This is an optimization exercise on Yosys and OpenROAD, whose aim is small area and a short achievable clock period, not a production implementation.
At most, simulation tests tie the RTL to the original design; equivalence was not proved.
No functional check of the RTL was part of runs 2 to 9.
Power figures rest on the tool's default switching activity, not on a simulated workload.

==> design.v <==
`default_nettype none
package tla_pkg;
    localparam int LINE_CAPACITY_DEF = 256;
    localparam int APB_ADDR_W = 3;
    localparam int APB_DATA_W = 32;
    localparam logic REG_ECHO_ENABLE = 1'b0;
    localparam logic REG_ECHO_HIDDEN = 1'b1;
    localparam logic CMD_RECEIVE = 1'b0;
    localparam logic CMD_READ    = 1'b1;
    localparam logic [1:0] KIND_ECHO = 2'd0;
    localparam logic [1:0] KIND_LINE = 2'd1;
    localparam logic [1:0] KIND_READ = 2'd2;
    localparam logic [7:0] BS_CODE    = 8'd8;
    localparam logic [7:0] DEL_CODE   = 8'd127;
    localparam logic [7:0] SPACE_CODE = 8'd32;
    localparam logic [7:0] NL_CODE    = 8'd10;
    typedef struct packed {
        logic       cmd;
        logic [7:0] data_byte;
        logic [7:0] read_index;
    } req_item_t;
    typedef struct packed {
        logic [1:0] kind;
        logic [7:0] value;
        logic [7:0] line_length;
        logic       last;
    } rsp_item_t;
    typedef struct packed {
        logic echo_enable;
        logic echo_hidden;
    } cfg_t;
endpackage
`default_nettype wire
`default_nettype none
module tla_store #(
    parameter int INC = 1
) (
    input  wire logic        clk,
    input  wire logic        rst_n,
    output      logic [5:0]  head_next,
    input  wire logic        we,
    input  wire logic [1:0]  ring_sel,
    input  wire logic [7:0]  wdata,
    output      logic [7:0]  rdata
);
    logic [3:0][63:0][7:0] ring;
    logic [5:0]            head_next_reg;
    always_ff @(posedge clk or negedge rst_n)
    begin
        if (!rst_n)
            head_next_reg <= 6'd0;
        else
            head_next_reg <= head_next_reg + 6'(INC);
    end
    for (genvar r = 0; r < 4; r++)
    begin : g_ring
        always_ff @(posedge clk)
        begin
            ring[r][62:0] <= ring[r][63:1];
            ring[r][63]   <= (we && (ring_sel == 2'(r))) ? wdata : ring[r][0];
        end
    end
    assign head_next = head_next_reg;
    assign rdata     = ring[ring_sel][0];
endmodule
`default_nettype wire
`default_nettype none
module tla_regs (
    input  wire logic                                clk,
    input  wire logic                                rst_n,
    input  wire logic                                psel,
    input  wire logic                                penable,
    input  wire logic                                pwrite,
    input  wire logic [tla_pkg::APB_ADDR_W-1:0]      paddr,
    input  wire logic [tla_pkg::APB_DATA_W-1:0]      pwdata,
    output      logic [tla_pkg::APB_DATA_W-1:0]      prdata,
    output      logic                                pready,
    output      tla_pkg::cfg_t                       cfg
);
    logic echo_enable_reg;
    logic echo_hidden_reg;
    logic rd_bit_reg;
    logic wr_en;
    assign wr_en  = psel && penable && pwrite;
    assign pready = 1'b1;
    always_ff @(posedge clk or negedge rst_n)
    begin
        if (!rst_n)
        begin
            echo_enable_reg <= 1'b1;
            echo_hidden_reg <= 1'b0;
        end
        else if (wr_en)
        begin
            if (paddr[2])
                echo_hidden_reg <= pwdata[0];
            else
                echo_enable_reg <= pwdata[0];
        end
    end
    always_ff @(posedge clk)
    begin
        rd_bit_reg <= paddr[2] ? echo_hidden_reg : echo_enable_reg;
    end
    assign prdata = {31'd0, rd_bit_reg};
    assign cfg.echo_enable = echo_enable_reg;
    assign cfg.echo_hidden = echo_hidden_reg;
endmodule
`default_nettype wire
`default_nettype none
module tla_ctrl (
    input  wire logic                 clk,
    input  wire logic                 rst_n,
    input  wire tla_pkg::cfg_t        cfg,
    input  wire logic                 req_valid,
    output      logic                 req_ready,
    input  wire tla_pkg::req_item_t   req,
    output      logic                 rsp_valid,
    input  wire logic                 rsp_ready,
    output      tla_pkg::rsp_item_t   rsp,
    input  wire logic [5:0]           head_next,
    output      logic                 mem_we,
    output      logic [1:0]           mem_ring,
    output      logic [7:0]           mem_wdata,
    input  wire logic [7:0]           mem_rdata
);
    logic               rdy_reg;
    logic               got_reg;
    logic               wr_hit_reg, rd_hit_reg;
    logic [1:0]         ring_reg;        
    logic               out_reg;
    logic               odel_reg;        
    logic               ostep_reg;       
    logic [4:0]         lbyte_reg;       
    logic [7:0]         pos_reg;
    logic               zero_reg, full_reg;  
    logic               rhold_reg;       
    logic               rsp_valid_reg;   
    logic               rsp_busy_reg;    
    tla_pkg::rsp_item_t rsp_reg;
    logic is_del, is_ctl, is_full, pos_zero, read_top;
    logic seeking, del_now, pending, accept;
    logic wr_next, rd_next;
    logic [7:0] addr;
    logic at_port;
    logic emit;
    logic first_res, rsp_load;
    tla_pkg::rsp_item_t first_item, out_item, load_item;
    logic [7:0] pos_acc;
    logic out_acc, odel_acc;
    assign is_del   = (req.data_byte == tla_pkg::BS_CODE) || (req.data_byte == tla_pkg::DEL_CODE);
    assign is_ctl   = (req.data_byte < tla_pkg::SPACE_CODE) && !is_del;
    assign is_full  = full_reg;
    assign pos_zero = zero_reg;
    assign read_top = (req.read_index == 8'd255);
    assign seeking = !(got_reg || rdy_reg || out_reg || wr_hit_reg || rd_hit_reg);
    assign addr      = req.cmd ? req.read_index : pos_reg;
    assign at_port   = (addr[5:0] == head_next);
    assign wr_next = seeking && req_valid && !req.cmd && !is_del && at_port;
    assign rd_next = seeking && req_valid && req.cmd && (!rsp_busy_reg || rsp_ready) &&
                     (read_top || at_port);
    assign del_now = seeking && req_valid && !req.cmd && is_del;
    assign pending = got_reg || wr_hit_reg || rd_hit_reg || del_now;
    assign accept  = rdy_reg && req_valid;
    assign mem_we    = wr_hit_reg;
    assign mem_ring  = ring_reg;
    assign mem_wdata = is_ctl ? 8'd0 : req.data_byte;
    always_comb
    begin
        first_item = '0;
        first_res  = 1'b0;
        pos_acc    = pos_reg;
        out_acc    = 1'b0;
        odel_acc   = 1'b0;
        if (req.cmd)
        begin
            first_res = 1'b1;
        end
        else if (is_del)
        begin
            first_item.kind  = tla_pkg::KIND_ECHO;
            first_item.value = tla_pkg::BS_CODE;
            if (!pos_zero)
            begin
                pos_acc   = pos_reg - 8'd1;
                first_res = cfg.echo_enable;
                out_acc   = cfg.echo_enable;
                odel_acc  = 1'b1;
            end
        end
        else if (is_ctl || is_full)
        begin
            first_res = 1'b1;
            if (cfg.echo_enable)
            begin
                first_item.kind  = tla_pkg::KIND_ECHO;
                first_item.value = tla_pkg::NL_CODE;
                out_acc          = 1'b1;
                pos_acc          = is_ctl ? pos_reg : 8'd255;
            end
            else
            begin
                first_item.kind        = tla_pkg::KIND_LINE;
                first_item.value       = is_ctl ? req.data_byte : 8'd0;
                first_item.line_length = is_ctl ? pos_reg : 8'd255;
                first_item.last        = 1'b1;
                pos_acc                = 8'd0;
            end
        end
        else
        begin
            first_item.kind  = tla_pkg::KIND_ECHO;
            first_item.value = req.data_byte;
            first_item.last  = 1'b1;
            first_res        = cfg.echo_enable && !cfg.echo_hidden;
            pos_acc          = pos_reg + 8'd1;
        end
    end
    always_comb
    begin
        out_item = '0;
        if (odel_reg)
        begin
            out_item.kind  = tla_pkg::KIND_ECHO;
            out_item.value = ostep_reg ? tla_pkg::BS_CODE : tla_pkg::SPACE_CODE;
            out_item.last  = ostep_reg;
        end
        else
        begin
            out_item.kind        = tla_pkg::KIND_LINE;
            out_item.value       = {3'd0, lbyte_reg};
            out_item.line_length = pos_reg;
            out_item.last        = 1'b1;
        end
    end
    assign emit = out_reg && !rsp_busy_reg;
    always_comb
    begin
        if (rd_hit_reg)
        begin
            load_item       = '0;
            load_item.kind  = tla_pkg::KIND_READ;
            load_item.value = read_top ? 8'd0 : mem_rdata;
            load_item.last  = 1'b1;
        end
        else if (out_reg)
            load_item = out_item;
        else
            load_item = first_item;
    end
    assign rsp_load = !rsp_busy_reg && !rhold_reg;
    always_ff @(posedge clk or negedge rst_n)
    begin
        if (!rst_n)
        begin
            rdy_reg       <= 1'b0;
            got_reg       <= 1'b0;
            rhold_reg     <= 1'b0;
            wr_hit_reg    <= 1'b0;
            rd_hit_reg    <= 1'b0;
            out_reg       <= 1'b0;
            pos_reg       <= 8'd0;
            rsp_valid_reg <= 1'b0;
            rsp_busy_reg  <= 1'b0;
        end
        else
        begin
            rdy_reg    <= pending && !rsp_busy_reg;
            got_reg    <= pending && rsp_busy_reg;
            rhold_reg  <= rd_hit_reg || (rhold_reg && !accept);
            wr_hit_reg <= wr_next;
            rd_hit_reg <= rd_next;
            if (accept)
            begin
                out_reg <= out_acc;
                pos_reg <= pos_acc;
            end
            else if (emit && out_item.last)
            begin
                out_reg <= 1'b0;
                if (!odel_reg)
                    pos_reg <= 8'd0;
            end
            rsp_valid_reg <= (accept && first_res) || emit || (rsp_valid_reg && !rsp_ready);
            rsp_busy_reg  <= (accept && first_res) || emit || (rsp_busy_reg && !rsp_ready);
        end
    end
    always_ff @(posedge clk)
    begin
        ring_reg <= addr[7:6];
        if (accept)
        begin
            odel_reg  <= odel_acc;
            ostep_reg <= 1'b0;
            lbyte_reg <= is_ctl ? req.data_byte[4:0] : 5'd0;
        end
        else if (emit)
            ostep_reg <= 1'b1;
        zero_reg <= (pos_reg == 8'd0);
        full_reg <= (pos_reg == 8'd254);
        if (rsp_load)
            rsp_reg <= load_item;
    end
    assign req_ready = rdy_reg;
    assign rsp_valid = rsp_valid_reg;
    assign rsp       = rsp_reg;
endmodule
`default_nettype wire
`default_nettype none
module terminal_line_assembler #(
    parameter int LINE_CAPACITY = tla_pkg::LINE_CAPACITY_DEF
) (
    input  wire logic                            clk,
    input  wire logic                            rst_n,
    input  wire logic                            req_valid,
    output      logic                            req_ready,
    input  wire logic [16:0]                     req,
    output      logic                            rsp_valid,
    input  wire logic                            rsp_ready,
    output      logic [18:0]                     rsp,
    input  wire logic                            psel,
    input  wire logic                            penable,
    input  wire logic                            pwrite,
    input  wire logic [tla_pkg::APB_ADDR_W-1:0]  paddr,
    input  wire logic [tla_pkg::APB_DATA_W-1:0]  pwdata,
    output      logic [tla_pkg::APB_DATA_W-1:0]  prdata,
    output      logic                            pready
);
    localparam int INC = 43;
    tla_pkg::cfg_t cfg;
    logic [5:0]    head_next;
    logic          mem_we;
    logic [1:0]    mem_ring;
    logic [7:0]    mem_wdata;
    logic [7:0]    mem_rdata;
    tla_regs u_regs (
        .clk     (clk),
        .rst_n   (rst_n),
        .psel    (psel),
        .penable (penable),
        .pwrite  (pwrite),
        .paddr   (paddr),
        .pwdata  (pwdata),
        .prdata  (prdata),
        .pready  (pready),
        .cfg     (cfg)
    );
    tla_ctrl u_ctrl (
        .clk       (clk),
        .rst_n     (rst_n),
        .cfg       (cfg),
        .req_valid (req_valid),
        .req_ready (req_ready),
        .req       (req),
        .rsp_valid (rsp_valid),
        .rsp_ready (rsp_ready),
        .rsp       (rsp),
        .head_next (head_next),
        .mem_we    (mem_we),
        .mem_ring  (mem_ring),
        .mem_wdata (mem_wdata),
        .mem_rdata (mem_rdata)
    );
    tla_store #(
        .INC (INC)
    ) u_store (
        .clk   (clk),
        .rst_n (rst_n),
        .head_next (head_next),
        .we    (mem_we),
        .ring_sel (mem_ring),
        .wdata (mem_wdata),
        .rdata (mem_rdata)
    );
endmodule
`default_nettype wire
==> run.sh <==
#!/bin/bash
# synth_recipe.tcl (not shown) runs the flow's synth.tcl, then flattens the netlist and writes it again
# the make line also repeats each setting of config.mk as NAME=value (left out here)
make -C /OpenROAD-flow-scripts/flow DESIGN_CONFIG=/design/flow/config.mk WORK_HOME=/design/flow/orfs CLKGATE_MAP_FILE= SYNTH_SCRIPT=/design/flow/synth_recipe.tcl finish
==> config.mk <==
export PLATFORM = sky130hd
export DESIGN_NAME = terminal_line_assembler
export DESIGN_NICKNAME = terminal_line_assembler
export VERILOG_FILES = /design/flow/design.v
export SDC_FILE = /design/flow/constraint.sdc
export NUM_CORES = 4
export LEC_CHECK = 0
export CAP_MARGIN = 20
export CORE_MARGIN = 2
export CORE_UTILIZATION = 72
export CTS_BUF_LIST = sky130_fd_sc_hd__clkbuf_16
export CTS_CLUSTER_DIAMETER = 60
export CTS_CLUSTER_SIZE = 30
export PLACE_DENSITY = 0.8
export SETUP_SLACK_MARGIN = 3.0
export SLEW_MARGIN = 20
==> constraint.sdc <==
create_clock -name core_clock -period 5.0 [get_ports {clk}]
set_input_delay 1.0000 -clock core_clock [delete_from_list [all_inputs] [get_ports {clk}]]
set_output_delay 1.0000 -clock core_clock [all_outputs]
set_load 0.01 [all_outputs]
==> impl_metrics.ini, run 1 <==
[critical_path]
critPathTopFamily = flip-flops
r2r-start = u_ctrl.out_reg
slowest_stage = dfrtp_1
cp_data_arrival_time_ns = 1.24
path_buf_inv = 1
worstSetupPathType = reg -> out
crit_chain = buf_6
cpPeakStageDelay_ns = 0.44
setup.worst_path.start = u_ctrl.rdy_reg
critPathCaptureType = output pin
worstSetupStartpointType = flop
worstPathRequired_ns = 4.00
crit_fanout = 2

[job]
maxCapViolCount = 0

[clock_tree]
clockRootBuffer = clkbuf_16
clock_latency_ns = 0.65
clock_sinks = 2103
cts.clk_slew.worst_paths_ns = 0.11
cts_made_buffers = 81
cts_tree = done
clock_path_buffers = 3
htreeDepth = 3

[cells_and_area]
layout-drive-gt1-share = 0.0939
largest_reg_flops = 2048
layout.nets = 2676
final_cell_area_mm2 = 0.0490
area_delta_synth_final_pct = 8.99

[floorplan]
start_util = 0.729
die-area_mm2 = 0.0645
die_w_um = 254
ios = 113
rows = 91
core_mm2 = 0.0617
die_h_um = 254

[timing]
setup_viol_count_final = 0
hold-worst-slack_ns = 0.314
fin_crit_sh = 0.449
tns_ns = 0
worstMarginPinSlew_ns = 0.672
max_slew_margin = 0.550
rsz0062_at_grt = true
fmax_mhz = 446
skew_ns = 0.0365
hold_viol = 0
final_max_slew_viol_count = 0
period_needed_ns = 2.24

[detailed_routing]
vias_per_cell = 4.77
wl_um = 70500
drtAntennaViolNets = 0
firstDrtPassIters = 5
wire_per_inst_um = 20.3
num_vias = 16600
drt_iter0_markers = 1174
drcViolationCount = 0

[synthesis]
ys_top_cells_by_area = dfxtp_1, edfxtp_1, dfrtp_1, buf_4, o21ai_0
synth_area_mm2 = 0.0450
synth_area_per_cell_um2 = 18.2
synth_async_sr_flop_share = 0.0114
synth-edff-count = 25
seq_area_frac_synth = 0.945
yosysTopAreaCell = dfxtp_1
ys.flop_type = dfxtp_1
synth_seq_cells = 2103
synth_cells = 2474
synth_cell_types = 72
synth.most_common_cell = dfxtp_1
synth_top_area_frac = 0.915
synth_common_cells = dfxtp_1, nand2_1, o21ai_0
yosysWarnings = 3

[grt]
track_usage = 0.227
overflow = 0
grt_max_degree = 32
antenna_found_initial = 10
grt_pass1_wl_um = 109000
grt_pass1_vias = 18200

[placement]
portBuffers = 47
place_area_mm2 = 0.0463
place_congestion = 0.820
hpwl_um = 35600

[power_and_ir_drop]
p_leak_uw = 0.0196
power_density_mw_per_mm2 = 509
ir_worst_vdd_v = 0.000447

[hold_path]
hp-start = u_store.ring[713]
hold_class = reg -> reg

[outcome]
status = no timing/DRC/antenna violations
[where the power goes]
part	switching [uW]	total (uW)	internal (uW)
Sequential	56.5	16900	16800
Combinational	141	238	96.3
Clock	4730	7810	3090
[through the flow]
step	cells	utilization	setup slack, ns	total power [uW]
floorplan	2504	-	2.37	17400
global placement	3329	0.750	1.25	17500
detailed placement	3329	0.750	1.15	17500
CTS	3463	0.792	2.73	25100
global route	3470	0.794	2.71	25600
finish	3472	0.794	2.76	24900
[worst paths after layout]
check | slack, ns | cells after the start | to
setup / recovery | 2.76 | 1 | req_ready
hold / removal | 0.31 | 0 | u_store.ring[705]
setup reg to reg | 3.00 | 5 | u_ctrl.pos_reg[6]
hold reg to reg | 0.31 | 0 | u_store.ring[705]
max in group asynchronous | 3.94 | 2 | u_regs.echo_enable_reg
min in group asynchronous | 0.73 | 2 | u_ctrl.got_reg
[placed cells by master (no fill, tap or decap), types with 4 or more instances in the layout]
master,Yosys,routed
mux2_2,16,16
a21oi_1,18,15
ha_1,5,5
clkbuf_16,0,84
nand2_2,1,5
dfxtp_1,2054,2052
nor3_1,8,4
dfrtp_2,0,4
nand2_1,44,38
xnor2_1,8,8
xor2_1,5,5
buf_6,1,20
nand2b_1,4,4
inv_1,15,24
conb_1,2,32
mux4_2,8,8
buf_2,6,21
mux2i_1,6,4
dlygate4sd2_1,0,4
o21a_1,10,9
nand3_1,10,7
buf_4,34,24
clkdlybuf4s50_1,0,11
a21oi_4,1,4
nor2_1,23,18
o21ai_1,1,12
edfxtp_1,25,25
dfrtp_1,23,19
o21ai_0,41,29
and2_1,5,5
diode_2,0,4
nand4_1,7,7
[layout make-up]
class	instances	area, um^2
clock buffer	84	2100
tap	837	1050
timing repair buffer	86	758
antenna	4	10.0
inverter	15	60.1
clock inverter	18	126
multi-input combinational	325	2420
sequential	2103	42500
fill	2953	12700
[cells by family after synthesis]
group / count (synthesis) / share of synthesized area
muxes: 30 / 0.00935
DFF: 2103 / 0.945
AOI/OAI and AO/OA: 113 / 0.0169
and+or+nand+nor: 131 / 0.0153
adders and majority gates: 5 / 0.00139
xor gates and xnor gates: 13 / 0.00253
buffers and inverters: 77 / 0.00966
other: 2 / 0.000167
[layer usage]
layer	vias to the layer above	routed length (um)	global-route usage
li1	7982	-	-
met1	8098	31100	0.305
met2	351	34900	0.382
met3	127	2690	0.0393
met4	6	1780	0.0661
met5	-	41	0
[repair_timing]
item	in CTS	in global routing
pin swaps	29	22
endpoints found under the hold margin	0	0
hold buffers	0	0
resized for setup	201	27
endpoints found under the setup margin	84	61
gates cloned	1	0
setup buffers	31	5
==> inputs of run 2 (changes only) <==
--- a/design.v
+++ b/design.v
@@ -141,2 +141,3 @@
     logic is_del, is_ctl, is_full, pos_zero, read_top;
+    logic del_reg, ctl_reg;              
     logic seeking, del_now, pending, accept;
@@ -166,3 +167,3 @@
     assign mem_ring  = ring_reg;
-    assign mem_wdata = is_ctl ? 8'd0 : req.data_byte;
+    assign mem_wdata = ctl_reg ? 8'd0 : req.data_byte;
     always_comb
@@ -178,3 +179,3 @@
         end
-        else if (is_del)
+        else if (del_reg)
         begin
@@ -190,3 +191,3 @@
         end
-        else if (is_ctl || is_full)
+        else if (ctl_reg || is_full)
         begin
@@ -198,3 +199,3 @@
                 out_acc          = 1'b1;
-                pos_acc          = is_ctl ? pos_reg : 8'd255;
+                pos_acc          = ctl_reg ? pos_reg : 8'd255;
             end
@@ -203,4 +204,4 @@
                 first_item.kind        = tla_pkg::KIND_LINE;
-                first_item.value       = is_ctl ? req.data_byte : 8'd0;
-                first_item.line_length = is_ctl ? pos_reg : 8'd255;
+                first_item.value       = ctl_reg ? req.data_byte : 8'd0;
+                first_item.line_length = ctl_reg ? pos_reg : 8'd255;
                 first_item.last        = 1'b1;
@@ -294,3 +295,3 @@
             ostep_reg <= 1'b0;
-            lbyte_reg <= is_ctl ? req.data_byte[4:0] : 5'd0;
+            lbyte_reg <= ctl_reg ? req.data_byte[4:0] : 5'd0;
         end
@@ -298,2 +299,4 @@
             ostep_reg <= 1'b1;
+        del_reg  <= is_del;
+        ctl_reg  <= is_ctl;
         zero_reg <= (pos_reg == 8'd0);
==> impl_metrics.ini, run 2 <==
[detailed_routing]
vias_per_cell = 4.80
drt_iter0_markers = 1109
drcViolationCount = 0
wl_um = 73100
drtAntennaViolNets = 0
num_vias = 16600
firstDrtPassIters = 7
wire_per_inst_um = 21.2

[synthesis]
synth-edff-count = 25
synth_top_area_frac = 0.917
synth_area_per_cell_um2 = 18.1
seq_area_frac_synth = 0.947
yosysWarnings = 3
synth_seq_cells = 2105
synth.most_common_cell = dfxtp_1
synth_common_cells = dfxtp_1, nand2_1, o21ai_0
yosysTopAreaCell = dfxtp_1
synth_cell_types = 66
ys.flop_type = dfxtp_1
synth_area_mm2 = 0.0449
ys_top_cells_by_area = dfxtp_1, edfxtp_1, dfrtp_1, buf_4, o21ai_0
synth_cells = 2482
synth_async_sr_flop_share = 0.0114

[outcome]
status = no timing/DRC/antenna violations

[critical_path]
slowest_stage = edfxtp_1
worstSetupPathType = reg -> out
crit_fanout = 1
crit_chain = buf_6
cpPeakStageDelay_ns = 0.48
cp_data_arrival_time_ns = 1.29
setup.worst_path.start = u_ctrl.rsp_reg[10]
r2r-start = u_ctrl.ctl_reg
critPathTopFamily = flip-flops
worstPathRequired_ns = 4.00
critPathCaptureType = output pin
worstSetupStartpointType = flop
path_buf_inv = 1

[cells_and_area]
layout.nets = 2659
final_common_cell = dfxtp_1
area_delta_synth_final_pct = 8.13
nFillCells = 2938
largest_reg_flops = 2048
stdcell_count = 3448
layout-drive-gt1-share = 0.0690
final_cell_mix = dfxtp_1, clkbuf_16, nand2_1

[grt]
antenna_found_initial = 1
grt_pass1_vias = 18200
grt_pass1_wl_um = 111000
overflow = 0
grt_max_degree = 32
track_usage = 0.235

[placement]
place_ws_ns = 1.91
place_congestion = 0.785
dp.cells = 3338
portBuffers = 47
hpwl_um = 37000

[clock_tree]
cts_tree = done
htreeDepth = 3
cts_made_buffers = 82
clockRootBuffer = clkbuf_16
clock_sinks = 2105
clock_latency_ns = 0.66
clock_path_buffers = 3
cts.clk_slew.worst_paths_ns = 0.11

[floorplan]
die-area_mm2 = 0.0644
core_mm2 = 0.0617
ios = 113
die_h_um = 254
start_util = 0.728
rows = 91
die_w_um = 254

[timing]
hold_viol = 0
fmax_mhz = 437
fin_crit_sh = 0.458
period_needed_ns = 2.29
worstMarginPinSlew_ns = 0.704
tns_ns = 0
final_max_slew_viol_count = 0
max_slew_margin = 0.529
skew_ns = 0.0304
setup_slack_ns = 2.71
rsz0062_at_grt = true
setup_viol_count_final = 0

[power_and_ir_drop]
power_density_mw_per_mm2 = 514
ir_worst_vdd_v = 0.000448
p_leak_uw = 0.0194

[job]
maxCapViolCount = 0

[hold_path]
hold_class = reg -> reg
hp-start = u_store.ring[280]
-- run 2: cell types whose count changed in the layout (fill, tap and decap cells not counted), sizes merged, moves of 4 or more --
cell / before / now
a21oi: 21 / 10
nand2: 45 / 50
buf: 70 / 37
o21ai: 43 / 47
inv: 28 / 33
nand4: 8 / 3
and2: 5 / 10
nand2b: 4 / 11
clkdlybuf4s50: 11 / 15
mux2: 16 / 4
o22ai: 3 / 9
-- run 2: what timing repair did --
| action | in CTS | in global routing |
|---|---|---|
| buffers inserted | 9 | 1 |
| pin swaps | 11 | 3 |
| hold buffers | 0 | 0 |
| endpoints found under the setup margin | 63 | 51 |
| resized for setup | 135 | 13 |
-- run 2: cell families (layout without fill, tap and decap cells) --
kind of cell | count (synthesis) | in the layout | synth area share
AOI/OAI and AO/OA | 110 | 110 | 0.0156
DFF | 2105 | 2105 | 0.947
adders and majority gates | 5 | 5 | 0.00139
and+or+nand+nor | 143 | 143 | 0.0164
muxes | 19 | 19 | 0.00658
buffers and inverters | 82 | 179 | 0.0101
other | 2 | 34 | 0.000167
xor gates and xnor gates | 16 | 16 | 0.00312
-- run 2: power breakdown --
group          internal (uW)  switching (uW)  total [uW]  leakage, uW
sequential             16800            47.6       16900       0.0172
clock                   3070            4820        7890      0.00111
combinational           83.1             121         204      0.00113
total                  20000            4980       25000       0.0194
-- run 2: area by class of cell --
type,instances,area [um^2],share of cell area
repair buffers,59,492,0.0101
flip-flops and latches,2105,42500,0.876
clock inverters,15,153,0.00314
diodes,2,5.00,0.000103
clock buffers,83,2080,0.0428
inverters,22,82.6,0.00170
multi-input cells,325,2170,0.0448
well taps,837,1050,0.0216
-- run 2: path summary, 6_finish.rpt --
path                                             to  slack (ns)  depth (start not counted)
max                                         rsp[10]        2.71                          1
min                               u_store.ring[272]        0.30                          0
max reg2reg                       u_ctrl.pos_reg[2]        3.09                          5
min reg2reg                       u_store.ring[272]        0.30                          0
max in group asynchronous         u_ctrl.pos_reg[0]        4.18                          1
min in group asynchronous  u_store.head_next_reg[1]        0.35                          1
-- run 2: per-layer routing --
| layer | vias to the layer above | GRT usage | part of all wire |
|---|---|---|---|
| li1 | 7894 | - | - |
| met1 | 8095 | 0.295 | 0.42 |
| met2 | 396 | 0.417 | 0.51 |
| met3 | 177 | 0.0363 | 0.036 |
| met4 | 0 | 0.0798 | 0.034 |
| met5 | - | 0 | 0 |
-- run 2: stage by stage --
stage	hold WS [ns]	cell area, um^2	power [uW]	utilization
detailed placement	0.312	46200	17500	0.749
global route	0.299	48600	25600	0.787
finish	0.304	48600	25000	0.787
global placement	0.310	46200	17500	0.749
floorplan	0.310	45100	17400	-
CTS	0.306	48500	25100	0.786
==> inputs of run 3 (changes only) <==
--- a/config.mk
+++ b/config.mk
@@ -14,3 +14,3 @@
 export PLACE_DENSITY = 0.8
-export SETUP_SLACK_MARGIN = 3.0
+export SETUP_SLACK_MARGIN = 3.15
 export SLEW_MARGIN = 20
==> impl_metrics.ini, run 3 <==
[outcome]
status = no timing/DRC/antenna violations

[synthesis]
synth_area_per_cell_um2 = 18.1
synth_common_cells = dfxtp_1, nand2_1, o21ai_0
synth_async_sr_flop_share = 0.0114
seq_area_frac_synth = 0.947
synth.most_common_cell = dfxtp_1
ys.flop_type = dfxtp_1
synth_area_mm2 = 0.0449
synth_cell_types = 66
synth_seq_cells = 2105
synth_cells = 2482
ys_top_cells_by_area = dfxtp_1, edfxtp_1, dfrtp_1, buf_4, o21ai_0
yosysWarnings = 3
synth_top_area_frac = 0.917
yosysTopAreaCell = dfxtp_1
synth-edff-count = 25

[critical_path]
slowest_stage = edfxtp_1
critPathCaptureType = output pin
crit_fanout = 1
worstPathRequired_ns = 4.00
critPathTopFamily = flip-flops
cp_data_arrival_time_ns = 1.35
path_buf_inv = 1
worstSetupStartpointType = flop
reg2reg_to = u_ctrl.rsp_reg[10]
worstSetupPathType = reg -> out
r2r_slack_ns = 2.91
cpPeakStageDelay_ns = 0.51
crit_chain = buf_6
r2r-start = u_ctrl.out_reg
worstRegToRegCells = 4

[floorplan]
die-area_mm2 = 0.0644
die_h_um = 254
rows = 91
die_w_um = 254
start_util = 0.728
ios = 113
core_mm2 = 0.0617

[power_and_ir_drop]
p_comb_frac = 0.010
power_density_mw_per_mm2 = 515
swShare = 0.202
ir_worst_vdd_v = 0.000404
p_seq_frac = 0.670
power_switching_uw = 5090
clock_power_share = 0.320
p_leak_uw = 0.0196
p_int_uw = 20100

[timing]
skew_ns = 0.0318
worstMarginPinSlew_ns = 0.631
final_max_slew_viol_count = 0
hold_viol = 0
hold-worst-slack_ns = 0.308
tns_ns = 0
fmax_mhz = 426
period_needed_ns = 2.35
max_slew_margin = 0.579
fin_crit_sh = 0.470
rsz0062_at_grt = true
setup_viol_count_final = 0

[clock_tree]
cts_made_buffers = 81
htreeDepth = 3
cts.clk_slew.worst_paths_ns = 0.11
clock_sinks = 2105
cts_hold_buffers = 0
clock_latency_ns = 0.66
cts_tree = done
clock_path_buffers = 3
clockRootBuffer = clkbuf_16

[detailed_routing]
num_vias = 17200
wire_per_inst_um = 22.9
vias_per_cell = 4.94
drtAntennaViolNets = 0
drcViolationCount = 0
drt_iter0_markers = 1574
firstDrtPassIters = 7
wl_um = 79800

[hold_path]
hold_class = reg -> reg
hp-start = u_store.ring[992]
min_to = u_store.ring[984]
whs_path_depth = 0

[placement]
place_congestion = 0.829
portBuffers = 47
hpwl_um = 35200

[cells_and_area]
layout.nets = 2682
final_cell_mix = dfxtp_1, clkbuf_16, nand2_1
largest_reg_flops = 2048
layout-drive-gt1-share = 0.0841
area_delta_synth_final_pct = 9.01
final_common_cell = dfxtp_1

[grt]
grt_pass1_vias = 18200
track_usage = 0.237
grt_pass1_wl_um = 112000
grt_max_degree = 32
overflow = 0
antenna_found_initial = 7

[job]
maxCapViolCount = 0
==> run 3: cell counts after synthesis <==
Identical to the previous run, type by type.
==> run 3: logic make-up (layout without fill, tap and decap cells) <==
logic type	count (synthesis)	after routing	synth area share
buffers and inverters	82	209	0.0101
DFF	2105	2105	0.947
and+or+nand+nor	143	143	0.0164
other	2	36	0.000167
adders and majority gates	5	5	0.00139
xor gates and xnor gates	16	16	0.00312
AOI/OAI and AO/OA	110	110	0.0156
muxes	19	19	0.00658
==> run 3: metrics by stage <==
stage | total power, uW | area, um^2 | std cells | util | setup WS [ns]
floorplan | 17400 | 45100 | 2512 | - | 2.80
global placement | 17500 | 46200 | 3338 | 0.749 | 2.01
global route | 25800 | 48900 | 3477 | 0.793 | 2.60
detailed placement | 17500 | 46200 | 3338 | 0.749 | 2.01
finish | 25200 | 49000 | 3480 | 0.793 | 2.65
CTS | 25100 | 48600 | 3451 | 0.788 | 2.66
==> run 3: power by group through the flow <==
stage	Clock, uW	Sequential [uW]	Combinational, uW
after floorplan	0	17300	120
after global placement	0	17300	196
after global routing	8680	16900	259
after detailed placement	0	17300	202
final	8060	16900	250
after CTS	8060	16900	198
==> run 3: how the worst max path moves through the flow <==
stage                       startpoint                end  slack [ns]  cells past startpoint
floorplan                      req[14]     u_ctrl.rdy_reg        2.80                      5
detailed placement             req[16]  u_ctrl.rsp_reg[8]        2.01                      6
global route        u_ctrl.rsp_reg[17]            rsp[17]        2.60                      1
CTS                 u_ctrl.rsp_reg[17]            rsp[17]        2.66                      1
finish              u_ctrl.rsp_reg[17]            rsp[17]        2.65                      1
global placement               req[16]  u_ctrl.rd_hit_reg        2.01                      7
==> run 3: layout make-up <==
class                   count  area, um^2
well taps                 837        1050
repair buffers             83         722
fillers                  2851       12800
inverters                  22        82.6
clock buffers              84        2100
clock inverters            20         196
flip-flops and latches   2105       42500
multi-input cells         325        2250
diodes                      4        10.0
==> run 3: what timing repair did <==
item                                    4_1_cts  5_1_grt
resized for setup                           159       33
pin swaps                                    13        9
setup buffers                                 9       25
endpoints found under the setup margin       78       46
==> run 3: routing by layer <==
layer / global-route usage / part of all wire
met1: 0.296 / 0.40
met3: 0.0422 / 0.045
met4: 0.0686 / 0.035
met2: 0.423 / 0.52
met5: 0 / 0.00048
==> inputs of run 4 (changes only) <==
--- a/config.mk
+++ b/config.mk
@@ -14,3 +14,3 @@
 export PLACE_DENSITY = 0.8
-export SETUP_SLACK_MARGIN = 3.15
+export SETUP_SLACK_MARGIN = 2.6
 export SLEW_MARGIN = 20
==> impl_metrics.ini, run 4 <==
[detailed_routing]
num_vias = 16600
drt_iter0_markers = 1274
wl_um = 71700
drcViolationCount = 0
drtAntennaViolNets = 0
firstDrtPassIters = 5
vias_per_cell = 4.83
wire_per_inst_um = 20.9

[floorplan]
start_util = 0.728
die_h_um = 254
rows = 91
ios = 113
die_w_um = 254
die-area_mm2 = 0.0644
core_mm2 = 0.0617

[placement]
hpwl_um = 35400
place_congestion = 0.887
portBuffers = 47
place_ws_ns = 2.01
dp.cells = 3337

[grt]
track_usage = 0.229
grt_pass1_wl_um = 109000
overflow = 0
antenna_found_initial = 7
grt_max_degree = 32
grt_pass1_vias = 18000

[power_and_ir_drop]
p_leak_uw = 0.0194
power_density_mw_per_mm2 = 519
ir_worst_vdd_v = 0.000531

[clock_tree]
cts.clk_slew.worst_paths_ns = 0.11
clock_sinks = 2105
clock_latency_ns = 0.67
htreeDepth = 3
clock_path_buffers = 3
cts_made_buffers = 82
clockRootBuffer = clkbuf_16
cts_tree = done

[cells_and_area]
nFillCells = 2949
area_delta_synth_final_pct = 7.97
regArea_mm2 = 0.0425
layout.nets = 2649
largest_reg_flops = 2048
final_common_cell = dfxtp_1
stdcell_count = 3439
final_cell_mix = dfxtp_1, clkbuf_16, nand2_1
layout-drive-gt1-share = 0.0538
multiInputGateArea_mm2 = 0.00209

[critical_path]
cp_data_arrival_time_ns = 3.00
setup.worst_path.start = req_valid
critPathCaptureType = flop
reg2reg_to = u_ctrl.pos_reg[3]
worstSetupStartpointType = input port
crit_end = u_ctrl.pos_reg[3]
worstRegToRegCells = 4
r2r-start = u_ctrl.del_reg
cpPeakStageDelay_ns = 0.71
r2r_slack_ns = 2.72
worstSetupPathType = in -> reg
worstPathRequired_ns = 5.58
crit_chain = clkdlybuf4s50_1 -> nand2_1 -> a211oi_4 -> a31oi_1 -> o21bai_1 -> o2bb2ai_1
slowest_stage = a31oi_1
crit_fanout = 8

[timing]
fin_crit_sh = 0.484
period_needed_ns = 2.42
setup_viol_count_final = 0
worstMarginPinSlew_ns = 0.874
final_max_slew_viol_count = 0
tns_ns = 0
setup_slack_ns = 2.58
skew_ns = 0.0235
hold_viol = 0
fmax_mhz = 414
max_slew_margin = 0.415
rsz0062_at_grt = true

[synthesis]
ys_top_cells_by_area = dfxtp_1, edfxtp_1, dfrtp_1, buf_4, o21ai_0
ys.flop_type = dfxtp_1
synth_seq_cells = 2105
synth-edff-count = 25
synth_common_cells = dfxtp_1, nand2_1, o21ai_0
synth_async_sr_flop_share = 0.0114
synth_area_mm2 = 0.0449
synth_top_area_frac = 0.917
synth.most_common_cell = dfxtp_1
synth_cells = 2482
yosysTopAreaCell = dfxtp_1
seq_area_frac_synth = 0.947
synth_area_per_cell_um2 = 18.1
yosysWarnings = 3
synth_cell_types = 66

[job]
maxCapViolCount = 0

[hold_path]
hold_class = reg -> reg
hp-start = u_store.ring[1324]

[outcome]
status = no timing/DRC/antenna violations
run 4: area by class of cell:
cell class	count	share of cell area
flip-flops and latches	2105	0.877
clock buffers	86	0.0444
multi-input cells	325	0.0430
well taps	837	0.0216
repair buffers	49	0.00896
clock inverters	14	0.00341
inverters	22	0.00170
diodes	1	0.0000516
run 4: cells by family after synthesis:
| logic type | count (synthesis) | share of synthesized area |
|---|---|---|
| xor+xnor | 16 | 0.00312 |
| compound gates | 110 | 0.0156 |
| other cells | 2 | 0.000167 |
| flops | 2105 | 0.947 |
| buf+inv | 82 | 0.0101 |
| fa+ha+maj | 5 | 0.00139 |
| simple gates | 143 | 0.0164 |
| mux | 19 | 0.00658 |
run 4: power by group:
part	switching, uW	internal (uW)
clock	4830	3220
sequential	60.1	16800
combinational	122	79.3
total	5010	20100
run 4: worst min-delay path by stage:
| stage | endpoint | slack, ns | depth (start not counted) |
|---|---|---|---|
| floorplan | u_store.ring[0] | 0.31 | 0 |
| global placement | u_store.ring[325] | 0.31 | 0 |
| detailed placement | u_store.ring[1412] | 0.31 | 0 |
| CTS | u_ctrl.pos_reg[1] | 0.31 | 1 |
| global route | u_store.ring[1316] | 0.32 | 0 |
| finish | u_store.ring[1316] | 0.31 | 0 |
run 4: critical path, delay by kind of cell:
kind	cells	cell delay (ns)
compound gates	4	1.24
buf+inv	1	0.47
simple gates	1	0.27
run 4: repair_timing:
action,CTS,global route
hold buffers,0,0
setup endpoints to repair,22,21
buffers inserted,0,0
pin swaps,0,1
gates cloned,0,0
gates resized for setup,60,14
run 4: metrics by stage:
step                instance area (um^2)  hold slack [ns]  power, uW   util
floorplan                          45000            0.310      17400      -
global route                       48500            0.317      25800  0.786
finish                             48500            0.313      25100  0.786
global placement                   46200            0.310      17500  0.748
CTS                                48400            0.305      25300  0.785
detailed placement                 46200            0.312      17500  0.748
run 4: routing by layer:
metal  track usage  wire length (um)  vias to the layer above  part of all wire
met5             0                42                        -           0.00059
met4        0.0724              2550                        6             0.036
met3        0.0397              3140                      218             0.044
met2         0.401             36300                      501              0.51
met1         0.292             29800                     8009              0.41
li1              -                 -                     7885                 -
==> inputs of run 5 (changes only) <==
--- a/config.mk
+++ b/config.mk
@@ -14,3 +14,3 @@
 export PLACE_DENSITY = 0.8
-export SETUP_SLACK_MARGIN = 2.6
+export SETUP_SLACK_MARGIN = 2.8
 export SLEW_MARGIN = 20
==> impl_metrics.ini, run 5 <==
[critical_path]
cpPeakStageDelay_ns = 0.47
worstSetupStartpointType = flop
crit_chain = buf_6
cp_data_arrival_time_ns = 1.27
setup.worst_path.start = u_ctrl.rsp_reg[10]
critPathTopFamily = flip-flops
path_buf_inv = 1
worstPathRequired_ns = 4.00
critPathCaptureType = output pin
r2r-start = u_ctrl.pos_reg[1]
worstSetupPathType = reg -> out
crit_fanout = 1
slowest_stage = edfxtp_1

[detailed_routing]
wire_per_inst_um = 21.0
firstDrtPassIters = 6
drt_iter0_markers = 1241
num_vias = 16600
vias_per_cell = 4.83
drcViolationCount = 0
drtAntennaViolNets = 0
wl_um = 72400

[synthesis]
synth.most_common_cell = dfxtp_1
synth_cells = 2482
synth-edff-count = 25
ys_top_cells_by_area = dfxtp_1, edfxtp_1, dfrtp_1, buf_4, o21ai_0
yosysTopAreaCell = dfxtp_1
synth_area_mm2 = 0.0449
synth_top_area_frac = 0.917
ys.flop_type = dfxtp_1
synth_area_per_cell_um2 = 18.1
seq_area_frac_synth = 0.947
synth_seq_cells = 2105
synth_cell_types = 66
yosysWarnings = 3
synth_async_sr_flop_share = 0.0114
synth_common_cells = dfxtp_1, nand2_1, o21ai_0

[grt]
grt_pass1_vias = 18000
grt_max_degree = 32
track_usage = 0.233
grt_pass1_wl_um = 110000
overflow = 0
antenna_found_initial = 6

[clock_tree]
clockRootBuffer = clkbuf_16
cts_hold_buffers = 0
cts_made_buffers = 81
clock_latency_ns = 0.66
cts.clk_slew.worst_paths_ns = 0.12
htreeDepth = 3
clock_sinks = 2105
cts_tree = done
clock_path_buffers = 3

[timing]
rsz0062_at_grt = true
tns_ns = 0
final_max_slew_viol_count = 0
fin_crit_sh = 0.455
period_needed_ns = 2.27
fmax_mhz = 440
hold_viol = 0
setup_slack_ns = 2.73
worstMarginPinSlew_ns = 0.820
setup_viol_count_final = 0
skew_ns = 0.0306
max_slew_margin = 0.452

[placement]
place_area_mm2 = 0.0462
place_congestion = 0.870
portBuffers = 47
dp.cells = 3338
hpwl_um = 36900
place_ws_ns = 1.76

[power_and_ir_drop]
p_total_uw = 24900
p_leak_uw = 0.0194
ir_worst_vdd_v = 0.000439
power_density_mw_per_mm2 = 514

[floorplan]
die_w_um = 254
core_mm2 = 0.0617
die-area_mm2 = 0.0644
rows = 91
ios = 113
die_h_um = 254
start_util = 0.728

[hold_path]
hp-start = u_store.ring[848]
hold_class = reg -> reg

[cells_and_area]
regArea_mm2 = 0.0425
multiInputGateArea_mm2 = 0.00211
area_delta_synth_final_pct = 7.90
layout-drive-gt1-share = 0.0603
final_common_cell = dfxtp_1
stdcell_count = 3443
final_cell_mix = dfxtp_1, clkbuf_16, nand2_1
layout.nets = 2654
final_cell_area_mm2 = 0.0485
largest_reg_flops = 2048
nFillCells = 2929

[job]
maxCapViolCount = 0

[outcome]
status = no timing/DRC/antenna violations
[run 5: cell counts after synthesis]
Identical to the previous run, type by type.
[run 5: cell type report]
type,count,share of cell area
multi-input cells,325,0.0435
well taps,837,0.0216
clock buffers,83,0.0429
inverters,22,0.00170
flip-flops and latches,2105,0.877
repair buffers,55,0.00999
diodes,3,0.000155
clock inverters,13,0.00263
[run 5: through the flow]
step                      utilization  hold WS [ns]
after floorplan                     -         0.310
after global routing            0.785         0.309
final                           0.785         0.307
after CTS                       0.784         0.305
after detailed placement        0.748         0.312
after global placement          0.749         0.310
[run 5: worst register-to-register path, cell delays in order, from the launching register on]
cell and delay (ns):
dfrtp_1 0.72, ha_1 0.31, o21ai_0 0.10, a2111oi_0 0.57
a311oi_1 0.11, a21o_1 0.21
[run 5: worst paths after layout]
path | slack [ns] | to | depth (start not counted)
worst max-delay path | 2.73 | rsp[10] | 1
worst min-delay path | 0.31 | u_store.ring[840] | 0
worst max register to register | 2.89 | u_ctrl.pos_reg[2] | 5
worst min register to register | 0.31 | u_store.ring[840] | 0
max in group asynchronous | 4.26 | u_ctrl.pos_reg[6] | 1
min in group asynchronous | 0.33 | u_store.head_next_reg[0] | 1
[run 5: kinds of logic after synthesis]
group | share of synthesized area
simple gates | 0.0164
flops | 0.947
mux | 0.00658
other cells | 0.000167
xor+xnor | 0.00312
fa+ha+maj | 0.00139
compound gates | 0.0156
buf+inv | 0.0101
[run 5: timing repair]
action | 4_1_cts | 5_1_grt
hold endpoints to repair | 0 | 0
resized for setup | 118 | 8
gates cloned | 0 | 0
buffers inserted | 5 | 1
setup endpoints to repair | 51 | 25
pin swaps | 2 | 1
[run 5: power breakdown]
group	internal [uW]	switching (uW)
sequential	16800	49.8
combinational	85.6	114
clock	3060	4760
[run 5: layer usage]
layer  part of all wire  track usage  up-vias
li1                   -            -     7890
met1               0.42        0.293     8045
met2               0.50        0.407      526
met3              0.044       0.0440      178
met4              0.035       0.0807        2
met5           0.000097            0        -
==> inputs of run 6 (changes only) <==
--- a/config.mk
+++ b/config.mk
@@ -12,5 +12,5 @@
 export CTS_CLUSTER_DIAMETER = 60
-export CTS_CLUSTER_SIZE = 30
+export CTS_CLUSTER_SIZE = 29
 export PLACE_DENSITY = 0.8
-export SETUP_SLACK_MARGIN = 2.8
+export SETUP_SLACK_MARGIN = 3.0
 export SLEW_MARGIN = 20
==> impl_metrics.ini, run 6 <==
[timing]
fin_crit_sh = 0.459
final_max_slew_viol_count = 0
max_slew_margin = 0.515
setup_viol_count_final = 0
skew_ns = 0.0327
tns_ns = 0
hold_viol = 0
hold-worst-slack_ns = 0.308
fmax_mhz = 436
worstMarginPinSlew_ns = 0.725
period_needed_ns = 2.29
rsz0062_at_grt = true

[grt]
grt_pass1_vias = 18400
antenna_found_initial = 7
overflow = 0
grt_max_degree = 31
track_usage = 0.250
grt_pass1_wl_um = 117000

[synthesis]
synth_cells = 2482
synth_async_sr_flop_share = 0.0114
synth_cell_types = 66
synth_common_cells = dfxtp_1, nand2_1, o21ai_0
synth_area_per_cell_um2 = 18.1
synth_top_family_by_area = simple AND/OR/NAND/NOR gates
synth_area_mm2 = 0.0449
ys.flop_type = dfxtp_1
yosysWarnings = 3
synth-edff-count = 25
synth_seq_cells = 2105
synthMuxAreaShare = 0.00658
ys_top_cells_by_area = dfxtp_1, edfxtp_1, dfrtp_1, buf_4, o21ai_0
synth_xor_area_frac = 0.00312
synth_top_area_frac = 0.917
yosysTopAreaCell = dfxtp_1
synth-compound-area-share = 0.0156
synth.most_common_cell = dfxtp_1
synth-adder-area-share = 0.00139
seq_area_frac_synth = 0.947
synthSimpleGateAreaFrac = 0.0164

[power_and_ir_drop]
ir_worst_vdd_v = 0.000508
p_total_uw = 25300
power_density_mw_per_mm2 = 518
p_leak_uw = 0.0195

[detailed_routing]
num_vias = 16900
vias_per_cell = 4.90
drt_iter0_markers = 1359
wire_per_inst_um = 22.4
firstDrtPassIters = 7
drcViolationCount = 0
wl_um = 77400
drtAntennaViolNets = 0

[clock_tree]
cts_tree = done
cts.clk_slew.worst_paths_ns = 0.12
clock_sinks = 2105
clock_path_buffers = 3
cts_made_buffers = 84
clockRootBuffer = clkbuf_16
htreeDepth = 3
clock_latency_ns = 0.68

[hold_path]
hold_class = reg -> reg

[placement]
portBuffers = 47
place_congestion = 0.785
hpwl_um = 37000

[critical_path]
worstPathRequired_ns = 4.00
critPathTopFamily = flip-flops
worstSetupPathType = reg -> out
cp_data_arrival_time_ns = 1.29
slowest_stage = edfxtp_1
crit_chain = buf_6
path_buf_inv = 1
cpPeakStageDelay_ns = 0.46
crit_fanout = 1
critPathCaptureType = output pin
worstSetupStartpointType = flop

[floorplan]
ios = 113
rows = 91
die_w_um = 254
start_util = 0.728
die_h_um = 254
die-area_mm2 = 0.0644
core_mm2 = 0.0617

[cells_and_area]
final_util = 0.790
final_common_cell = dfxtp_1
area_delta_synth_final_pct = 8.61
layout-drive-gt1-share = 0.0735
layout.nets = 2659
final_cell_mix = dfxtp_1, clkbuf_16, nand2_1
largest_reg_flops = 2048

[outcome]
status = no timing/DRC/antenna violations

[job]
maxCapViolCount = 0
-- run 6: cell type report --
type	count	area, um^2
antenna	3	7.51
fill	2882	12900
inverter	22	85.1
sequential	2105	42500
multi-input combinational	325	2240
clock buffer	88	2200
tap	837	1050
timing repair buffer	57	505
clock inverter	15	158
-- run 6: path summary, 6_finish.rpt --
kind	startpoint	slack, ns	endpoint	cells past startpoint
worst max register to register	u_ctrl.rd_hit_reg	3.07	u_ctrl.got_reg	4
worst max-delay path	u_ctrl.rsp_reg[9]	2.71	rsp[9]	1
max in group asynchronous	rst_n	4.19	u_ctrl.pos_reg[0]	1
worst min register to register	u_store.ring[1374]	0.31	u_store.ring[1366]	0
worst min-delay path	u_store.ring[1374]	0.31	u_store.ring[1366]	0
min in group asynchronous	rst_n	0.34	u_store.head_next_reg[1]	1
-- run 6: layer usage --
layer  vias up  global-route usage  part of all wire
met2       504               0.431              0.50
met1      8282               0.308              0.40
li1       7902                   -                 -
met4         2               0.113             0.047
met5         -                   0           0.00017
met3       231              0.0453             0.045
-- run 6: power by group --
part	switching, uW	internal (uW)
logic	128	86.9
registers	48.7	16800
clock network	4920	3240
total	5090	20200
-- run 6: repair_timing --
item | CTS | global route
gates cloned | 1 | 0
hold buffers | 0 | 0
resized for setup | 142 | 25
pin swaps | 10 | 5
endpoints found under the setup margin | 62 | 53
setup buffers | 6 | 1
-- run 6: logic make-up (layout without fill, tap and decap cells) --
family,after synthesis,count (layout)
xor gates and xnor gates,16,16
adders and majority gates,5,5
and+or+nand+nor,143,143
DFF,2105,2105
buffers and inverters,82,182
other,2,35
AOI/OAI and AO/OA,110,110
muxes,19,19
-- run 6: metrics by stage --
stage | cell area (um^2) | setup WS [ns] | cells
CTS | 48700 | 2.69 | 3448
global placement | 46200 | 1.93 | 3338
detailed placement | 46200 | 1.91 | 3338
floorplan | 45100 | 2.80 | 2512
finish | 48800 | 2.71 | 3452
global route | 48800 | 2.69 | 3449
==> inputs of run 7 (changes only) <==
--- a/config.mk
+++ b/config.mk
@@ -9,6 +9,6 @@
 export CORE_MARGIN = 2
-export CORE_UTILIZATION = 72
+export CORE_UTILIZATION = 74
 export CTS_BUF_LIST = sky130_fd_sc_hd__clkbuf_16
 export CTS_CLUSTER_DIAMETER = 60
-export CTS_CLUSTER_SIZE = 29
+export CTS_CLUSTER_SIZE = 30
 export PLACE_DENSITY = 0.8
==> impl_metrics.ini, run 7 <==
[hold_path]
min_to = u_store.ring[1389]
hold_class = reg -> reg
whs_path_depth = 0
hp-start = u_store.ring[1397]

[critical_path]
cpPeakStageDelay_ns = 0.48
critPathTopFamily = flip-flops
r2r-start = u_ctrl.pos_reg[2]
critPathCaptureType = output pin
worstRegToRegCells = 5
r2r_slack_ns = 3.04
reg2reg_to = u_ctrl.pos_reg[7]
worstPathRequired_ns = 4.00
crit_chain = buf_6
path_buf_inv = 1
worstSetupPathType = reg -> out
cp_data_arrival_time_ns = 1.31
worstSetupStartpointType = flop
slowest_stage = edfxtp_1
crit_fanout = 1

[placement]
portBuffers = 47
place_congestion = 0.791
hpwl_um = 35800

[synthesis]
synth_cells = 2482
synth_async_sr_flop_share = 0.0114
synth_area_per_cell_um2 = 18.1
ys.flop_type = dfxtp_1
synth_cell_types = 66
synth-edff-count = 25
yosysWarnings = 3
synth_seq_cells = 2105
ys_top_cells_by_area = dfxtp_1, edfxtp_1, dfrtp_1, buf_4, o21ai_0
synth_top_area_frac = 0.917
synth_area_mm2 = 0.0449
synth.most_common_cell = dfxtp_1
seq_area_frac_synth = 0.947
synth_common_cells = dfxtp_1, nand2_1, o21ai_0
yosysTopAreaCell = dfxtp_1

[cells_and_area]
final_common_cell = dfxtp_1
layout-drive-gt1-share = 0.0731
area_delta_synth_final_pct = 8.22
final_cell_mix = dfxtp_1, clkbuf_16, nand2_1
largest_reg_flops = 2048
layout.nets = 2661

[outcome]
status = no timing/DRC/antenna violations

[power_and_ir_drop]
p_leak_uw = 0.0195
ir_worst_vdd_v = 0.000451
power_density_mw_per_mm2 = 515
p_total_uw = 25000

[floorplan]
ios = 113
die-area_mm2 = 0.0627
die_h_um = 250
start_util = 0.747
core_mm2 = 0.0601
die_w_um = 250
rows = 90

[detailed_routing]
num_vias = 16900
drcViolationCount = 0
firstDrtPassIters = 7
wire_per_inst_um = 22.3
vias_per_cell = 4.97
drt_iter0_markers = 1254
wl_um = 75600
drtAntennaViolNets = 0

[clock_tree]
cts.clk_slew.worst_paths_ns = 0.12
cts_made_buffers = 81
clockRootBuffer = clkbuf_16
clock_path_buffers = 3
cts_hold_buffers = 0
cts_tree = done
htreeDepth = 3
clock_sinks = 2105
clock_latency_ns = 0.66

[timing]
final_max_slew_viol_count = 0
tns_ns = 0
fmax_mhz = 434
rsz0062_at_grt = true
period_needed_ns = 2.31
max_slew_margin = 0.492
fin_crit_sh = 0.461
worstMarginPinSlew_ns = 0.762
hold_viol = 0
setup_viol_count_final = 0
hold-worst-slack_ns = 0.322
skew_ns = 0.0340

[grt]
antenna_found_initial = 2
track_usage = 0.247
grt_pass1_vias = 18500
grt_pass1_wl_um = 115000
overflow = 0
grt_max_degree = 32

[job]
maxCapViolCount = 0
[run 7: cell counts after synthesis]
No cell type changed its count.
[run 7: cells by family after synthesis]
| family | count (synthesis) | share of synthesized area |
|---|---|---|
| fa+ha+maj | 5 | 0.00139 |
| buf+inv | 82 | 0.0101 |
| flops | 2105 | 0.947 |
| other cells | 2 | 0.000167 |
| mux | 19 | 0.00658 |
| compound gates | 110 | 0.0156 |
| simple gates | 143 | 0.0164 |
| xor+xnor | 16 | 0.00312 |
[run 7: worst max-delay path by stage]
stage,from,end,slack (ns),depth (start not counted)
6_report,u_ctrl.rsp_reg[13],rsp[13],2.69,1
5_1_grt,u_ctrl.rsp_reg[13],rsp[13],2.67,1
4_1_cts,u_ctrl.rsp_reg[13],rsp[13],2.68,1
3_5_place_dp,req[16],u_ctrl.rd_hit_reg,1.76,7
3_3_place_gp,req[16],u_ctrl.rsp_reg[7],2.07,6
2_1_floorplan,req[14],u_ctrl.rdy_reg,2.80,5
[run 7: repair_timing]
action	4_1_cts	5_1_grt
gates resized for setup	144	24
setup endpoints to repair	71	39
pin swaps	10	4
setup buffers	11	2
[run 7: per-stage QoR]
step | std cells | setup slack, ns | area, um^2 | utilization
global route | 3395 | 2.67 | 48600 | 0.808
floorplan | 2512 | 2.80 | 45100 | -
CTS | 3393 | 2.68 | 48500 | 0.806
global placement | 3283 | 2.07 | 46100 | 0.767
detailed placement | 3283 | 1.76 | 46100 | 0.767
finish | 3396 | 2.69 | 48600 | 0.808
[run 7: area by class of cell]
| class | instances | area, um^2 |
|---|---|---|
| Sequential cell | 2105 | 42500 |
| Timing Repair Buffer | 62 | 536 |
| Fill cell | 2652 | 11500 |
| Inverter | 22 | 86.3 |
| Multi-Input combinational cell | 325 | 2220 |
| Clock buffer | 85 | 2130 |
| Antenna cell | 1 | 2.50 |
| Tap cell | 782 | 978 |
| Clock inverter | 14 | 119 |
[run 7: metal layers]
metal  routed length (um)  GRT usage  share of wire  vias to the layer above
li1                     -          -              -                     7895
met1                30800      0.313           0.41                     8235
met2                39100      0.437           0.52                      543
met3                 3140     0.0403          0.042                      199
met4                 2560     0.0830          0.034                        0
met5                    0          0              0                        -
[run 7: power breakdown]
group / internal, uW / switching [uW] / total, uW
clock network: 3120 / 4780 / 7900
registers: 16800 / 48.4 / 16900
logic: 87.4 / 130 / 217
total: 20000 / 4960 / 25000
==> inputs of run 8 (changes only) <==
--- a/design.v
+++ b/design.v
@@ -303,4 +303,3 @@
         full_reg <= (pos_reg == 8'd254);
-        if (rsp_load)
-            rsp_reg <= load_item;
+        rsp_reg <= (load_item & {19{rsp_load}}) | (rsp_reg & {19{!rsp_load}});
     end
--- a/config.mk
+++ b/config.mk
@@ -9,3 +9,3 @@
 export CORE_MARGIN = 2
-export CORE_UTILIZATION = 74
+export CORE_UTILIZATION = 72
 export CTS_BUF_LIST = sky130_fd_sc_hd__clkbuf_16
==> impl_metrics.ini, run 8 <==
[power_and_ir_drop]
p_int_uw = 20200
p_comb_frac = 0.009
swShare = 0.200
p_seq_frac = 0.672
power_density_mw_per_mm2 = 517
p_leak_uw = 0.0196
clock_power_share = 0.320
power_switching_uw = 5040
ir_worst_vdd_v = 0.000414

[synthesis]
seq_area_frac_synth = 0.945
ys.flop_type = dfxtp_1
yosysTopAreaCell = dfxtp_1
synth_top_area_frac = 0.915
synth_cells = 2484
synth_cell_types = 72
synth_seq_cells = 2105
synth.most_common_cell = dfxtp_1
synth_async_sr_flop_share = 0.0114
synth_common_cells = dfxtp_1, nand2_1, o21ai_0
synth_area_mm2 = 0.0450
synth_area_per_cell_um2 = 18.1
synth-edff-count = 25
ys_top_cells_by_area = dfxtp_1, edfxtp_1, dfrtp_1, nand2_1, buf_4
yosysWarnings = 3

[placement]
hpwl_um = 35500
place_congestion = 0.780
place_ws_ns = 1.56
portBuffers = 47

[floorplan]
ios = 113
die_h_um = 254
core_mm2 = 0.0617
die_w_um = 254
rows = 91
start_util = 0.729
die-area_mm2 = 0.0645

[detailed_routing]
vias_per_cell = 4.79
drtAntennaViolNets = 0
drcViolationCount = 0
firstDrtPassIters = 5
drt_iter0_markers = 1086
wl_um = 72800
wire_per_inst_um = 21.0
num_vias = 16600

[clock_tree]
clockRootBuffer = clkbuf_16
clock_sinks = 2105
clock_path_buffers = 3
clock_latency_ns = 0.67
cts_hold_buffers = 0
htreeDepth = 3
cts.clk_slew.worst_paths_ns = 0.11
cts_tree = done
cts_made_buffers = 82

[critical_path]
worstRegToRegCells = 3
slowest_stage = edfxtp_1
worstSetupPathType = reg -> out
worstSetupStartpointType = flop
critPathCaptureType = output pin
crit_chain = buf_6
worstPathRequired_ns = 4.00
cpPeakStageDelay_ns = 0.51
critPathTopFamily = flip-flops
r2r-start = u_ctrl.ring_reg[0]
crit_fanout = 1
path_buf_inv = 1
r2r_slack_ns = 3.06
cp_data_arrival_time_ns = 1.36

[timing]
rsz0062_at_grt = true
worstMarginPinSlew_ns = 1.04
max_slew_margin = 0.303
fmax_mhz = 424
final_max_slew_viol_count = 0
hold_viol = 0
setup_slack_ns = 2.64
fin_crit_sh = 0.472
tns_ns = 0
skew_ns = 0.0271
setup_viol_count_final = 0
period_needed_ns = 2.36

[cells_and_area]
largest_reg_flops = 2048
layout.nets = 2668
final_common_cell = dfxtp_1
final_cell_mix = dfxtp_1, clkbuf_16, nand2_1
layout-drive-gt1-share = 0.0698
area_delta_synth_final_pct = 8.27

[job]
maxCapViolCount = 0

[hold_path]
whs_path_depth = 0
hp-start = u_store.ring[1802]
hold_class = reg -> reg
min_to = u_store.ring[1794]

[grt]
grt_pass1_wl_um = 111000
track_usage = 0.234
overflow = 0
grt_max_degree = 32
antenna_found_initial = 10
grt_pass1_vias = 18200

[outcome]
status = no timing/DRC/antenna violations
run 8: worst max path at each step:
stage	start	to	cells past startpoint
finish	flop	rsp[14]	1
global route	flop	rsp[14]	1
CTS	flop	rsp[14]	1
floorplan	req[16]	flop	5
global placement	req[16]	flop	5
detailed placement	req[16]	flop	5
run 8: power by group through the flow:
stage	sequential (uW)	clock (uW)	combinational (uW)
final	16900	8060	218
after floorplan	17300	0	129
after CTS	16900	8190	200
after detailed placement	17300	0	219
after global routing	16900	8730	236
after global placement	17300	0	211
run 8: layout make-up:
cell class	count	area, um^2
antenna	2	5.00
clock buffer	87	2180
clock inverter	14	143
fill	2943	13000
inverter	14	55.1
multi-input combinational	334	2190
sequential	2105	42500
tap	837	1050
timing repair buffer	67	554
run 8: worst register-to-register path: stages, from the launching register on:
cell and delay [ns]:
dfxtp_1 0.77, mux4_2 0.60, a22oi_1 0.18, nand2_1 0.15
run 8: timing repair:
item,in CTS,in global routing
setup buffers,10,10
pin swaps,5,2
gates resized for setup,112,17
setup endpoints to repair,88,39
run 8: per-layer routing:
layer | wire [um] | global-route usage | share of wire
met5 | 44 | 0 | 0.00060
met4 | 2290 | 0.0845 | 0.031
met3 | 2680 | 0.0349 | 0.037
met1 | 30400 | 0.298 | 0.42
met2 | 37300 | 0.408 | 0.51
run 8: through the flow:
| step | instance area [um^2] | hold slack [ns] | utilization | total power [uW] | instances |
|---|---|---|---|---|---|
| after detailed placement | 46200 | 0.312 | 0.749 | 17500 | 3337 |
| after CTS | 48600 | 0.313 | 0.787 | 25300 | 3448 |
| after global routing | 48700 | 0.315 | 0.789 | 25900 | 3458 |
| after global placement | 46200 | 0.310 | 0.749 | 17500 | 3337 |
| after floorplan | 45100 | 0.310 | - | 17400 | 2514 |
| final | 48700 | 0.317 | 0.789 | 25200 | 3460 |
run 8: cell families after synthesis:
family                   synth area share
other                            0.000167
XOR/XNOR                          0.00312
flip-flops                          0.945
multiplexers                      0.00679
adder cells (fa/ha/maj)           0.00139
AO/OA/AOI/OAI                      0.0164
buffers and inverters             0.00990
AND/OR/NAND/NOR                    0.0170
==> inputs of run 9 (changes only) <==
--- a/design.v
+++ b/design.v
@@ -303,3 +303,4 @@
         full_reg <= (pos_reg == 8'd254);
-        rsp_reg <= (load_item & {19{rsp_load}}) | (rsp_reg & {19{!rsp_load}});
+        if (rsp_load)
+            rsp_reg <= load_item;
     end
==> flow/run.sh (new file) <==
#!/bin/bash
# Layout: the standard flow (standard.sh), with the port buffers made of
# buf_1 cells instead of the default delay buffers; the resizer still sizes
# them up where timing needs it. The flow's output goes to standard.log.
set -u
bash standard.sh BUFFER_PORTS_ARGS="-buffer_cell sky130_fd_sc_hd__buf_1" finish > standard.log 2>&1
==> standard.sh (new file) <==
#!/bin/bash
# synth_recipe.tcl (not shown) runs the flow's synth.tcl, then flattens the netlist and writes it again
# the make line also repeats each setting of config.mk as NAME=value (left out here)
make -C /OpenROAD-flow-scripts/flow DESIGN_CONFIG=/design/flow/config.mk WORK_HOME=/design/flow/orfs CLKGATE_MAP_FILE= SYNTH_SCRIPT=/design/flow/synth_recipe.tcl "${@:-finish}"
removed: run.sh
==> impl_metrics.ini, run 9 <==
[outcome]
status = no timing/DRC/antenna violations

[synthesis]
seq_area_frac_synth = 0.947
synth_area_per_cell_um2 = 18.1
ys_top_cells_by_area = dfxtp_1, edfxtp_1, dfrtp_1, buf_4, o21ai_0
synth.most_common_cell = dfxtp_1
yosysWarnings = 3
synth_top_area_frac = 0.917
synth_cells = 2482
synth_area_mm2 = 0.0449
synth_common_cells = dfxtp_1, nand2_1, o21ai_0
synth_cell_types = 66
synth_seq_cells = 2105
ys.flop_type = dfxtp_1
yosysTopAreaCell = dfxtp_1
synth-edff-count = 25
synth_async_sr_flop_share = 0.0114

[placement]
place_ws_ns = 2.30
hpwl_um = 36300
portBuffers = 47
place_congestion = 0.823
dp.cells = 3339

[timing]
tns_ns = 0
period_needed_ns = 2.30
setup_viol_count_final = 0
hold_viol = 0
worstMarginPinSlew_ns = 0.679
setup_slack_ns = 2.70
fmax_mhz = 434
rsz0062_at_grt = true
fin_crit_sh = 0.461
final_max_slew_viol_count = 0
skew_ns = 0.0325
max_slew_margin = 0.547

[clock_tree]
clockRootBuffer = clkbuf_16
cts_tree = done
clock_sinks = 2105
clock_path_buffers = 3
cts.clk_slew.worst_paths_ns = 0.12
cts_made_buffers = 81
clock_latency_ns = 0.67
htreeDepth = 3

[critical_path]
r2r-start = u_ctrl.ring_reg[1]
critPathTopFamily = flip-flops
reg2reg_to = u_store.ring[2047]
slowest_stage = edfxtp_1
path_buf_inv = 1
r2r_slack_ns = 2.99
crit_chain = clkbuf_2
worstPathRequired_ns = 4.00
critPathCaptureType = output pin
worstSetupPathType = reg -> out
worstRegToRegCells = 2
crit_fanout = 1
worstSetupStartpointType = flop
cpPeakStageDelay_ns = 0.47
cp_data_arrival_time_ns = 1.30

[power_and_ir_drop]
p_seq_frac = 0.675
ir_worst_vdd_v = 0.000359
power_density_mw_per_mm2 = 517
p_comb_frac = 0.008
clock_power_share = 0.318
p_leak_uw = 0.0193
power_switching_uw = 4970
swShare = 0.199
p_int_uw = 20100

[cells_and_area]
final_util = 0.784
area_delta_synth_final_pct = 7.81
final_cell_mix = dfxtp_1, clkbuf_16, nand2_1
nFillCells = 2950
layout-drive-gt1-share = 0.0655
largest_reg_flops = 2048
final_common_cell = dfxtp_1
stdcell_count = 3448
layout.nets = 2657

[hold_path]
whs_path_depth = 0
hp-start = u_store.ring[1778]
min_to = u_store.ring[1770]
hold_class = reg -> reg

[grt]
overflow = 0
track_usage = 0.243
grt_pass1_wl_um = 115000
grt_pass1_vias = 18400
antenna_found_initial = 6
grt_max_degree = 32

[floorplan]
die_h_um = 254
rows = 91
die_w_um = 254
die-area_mm2 = 0.0644
start_util = 0.728
core_mm2 = 0.0617
ios = 113

[detailed_routing]
firstDrtPassIters = 6
drt_iter0_markers = 1382
drcViolationCount = 0
wl_um = 75300
vias_per_cell = 4.88
wire_per_inst_um = 21.9
num_vias = 16800
drtAntennaViolNets = 0

[job]
maxCapViolCount = 0
==> run 9: cell count changes after synthesis, moves of 5 or more <==
cell	change
o22ai_1	+8
nor3_1	+5
nand2_1	-17
xnor2_1	-5
nand2b_1	+7
a21oi_1	-9
o21a_1	+5
inv_1	+9
xor2_1	+5
nor2_1	+5
==> run 9: power groups by stage <==
stage	clock, uW	combinational (uW)	sequential (uW)
floorplan	0	118	17300
global route	8560	202	16900
finish	7950	189	16900
CTS	8070	174	16900
detailed placement	0	161	17300
global placement	0	155	17300
==> run 9: how the worst max path moves through the flow <==
stage | start | to | slack (ns) | cells after the start
after floorplan | req[14] | u_ctrl.rdy_reg | 2.80 | 5
after global placement | req[16] | u_ctrl.rd_hit_reg | 2.37 | 7
after detailed placement | req[16] | u_ctrl.rd_hit_reg | 2.30 | 7
after CTS | u_ctrl.rsp_reg[11] | rsp[11] | 2.64 | 1
after global routing | u_ctrl.rsp_reg[11] | rsp[11] | 2.64 | 1
final | u_ctrl.rsp_reg[11] | rsp[11] | 2.70 | 1
==> run 9: kinds of logic after synthesis <==
group,count (synthesis),share of synthesized area
simple gates,143,0.0164
compound gates,110,0.0156
other cells,2,0.000167
xor+xnor,16,0.00312
fa+ha+maj,5,0.00139
flops,2105,0.947
mux,19,0.00658
buf+inv,82,0.0101
==> run 9: final cells by class <==
type                            instances  area (um^2)  area share
Antenna cell                            2         5.00    0.000103
Multi-Input combinational cell        325         2160      0.0447
Clock buffer                           84         2100      0.0434
Sequential cell                      2105        42500       0.878
Inverter                               22         82.6     0.00171
Timing Repair Buffer                   58          330     0.00682
Clock inverter                         15          154     0.00318
Tap cell                              837         1050      0.0216
==> run 9: metrics by stage <==
stage / power (uW) / instance area, um^2 / hold slack (ns)
2_1_floorplan: 17400 / 45100 / 0.310
3_3_place_gp: 17400 / 45900 / 0.310
3_5_place_dp: 17400 / 45900 / 0.312
4_1_cts: 25100 / 48300 / 0.317
5_1_grt: 25700 / 48400 / 0.316
6_report: 25000 / 48400 / 0.308
==> run 9: timing repair <==
| action | CTS | global route |
|---|---|---|
| hold buffers | 0 | 0 |
| pin swaps | 2 | 1 |
| resized for setup | 36 | 35 |
| endpoints found under the hold margin | 0 | 0 |
| endpoints found under the setup margin | 59 | 34 |
| buffers inserted | 7 | 1 |
==> run 9: routing by layer <==
| metal | part of all wire | track usage | up-vias |
|---|---|---|---|
| met4 | 0.040 | 0.0936 | 2 |
| met5 | 0.00019 | 0 | - |
| li1 | - | - | 7887 |
| met1 | 0.40 | 0.295 | 8234 |
| met3 | 0.046 | 0.0446 | 210 |
| met2 | 0.51 | 0.434 | 482 |

Setup slack of run 9, layout unchanged: 2.697 ns with ideal ports, 2.637 ns with driving cells assumed (clock clkbuf_16, inputs buf_2), 2.255 ns with port delays also shifted by the 0.709 ns mid clock arrival.
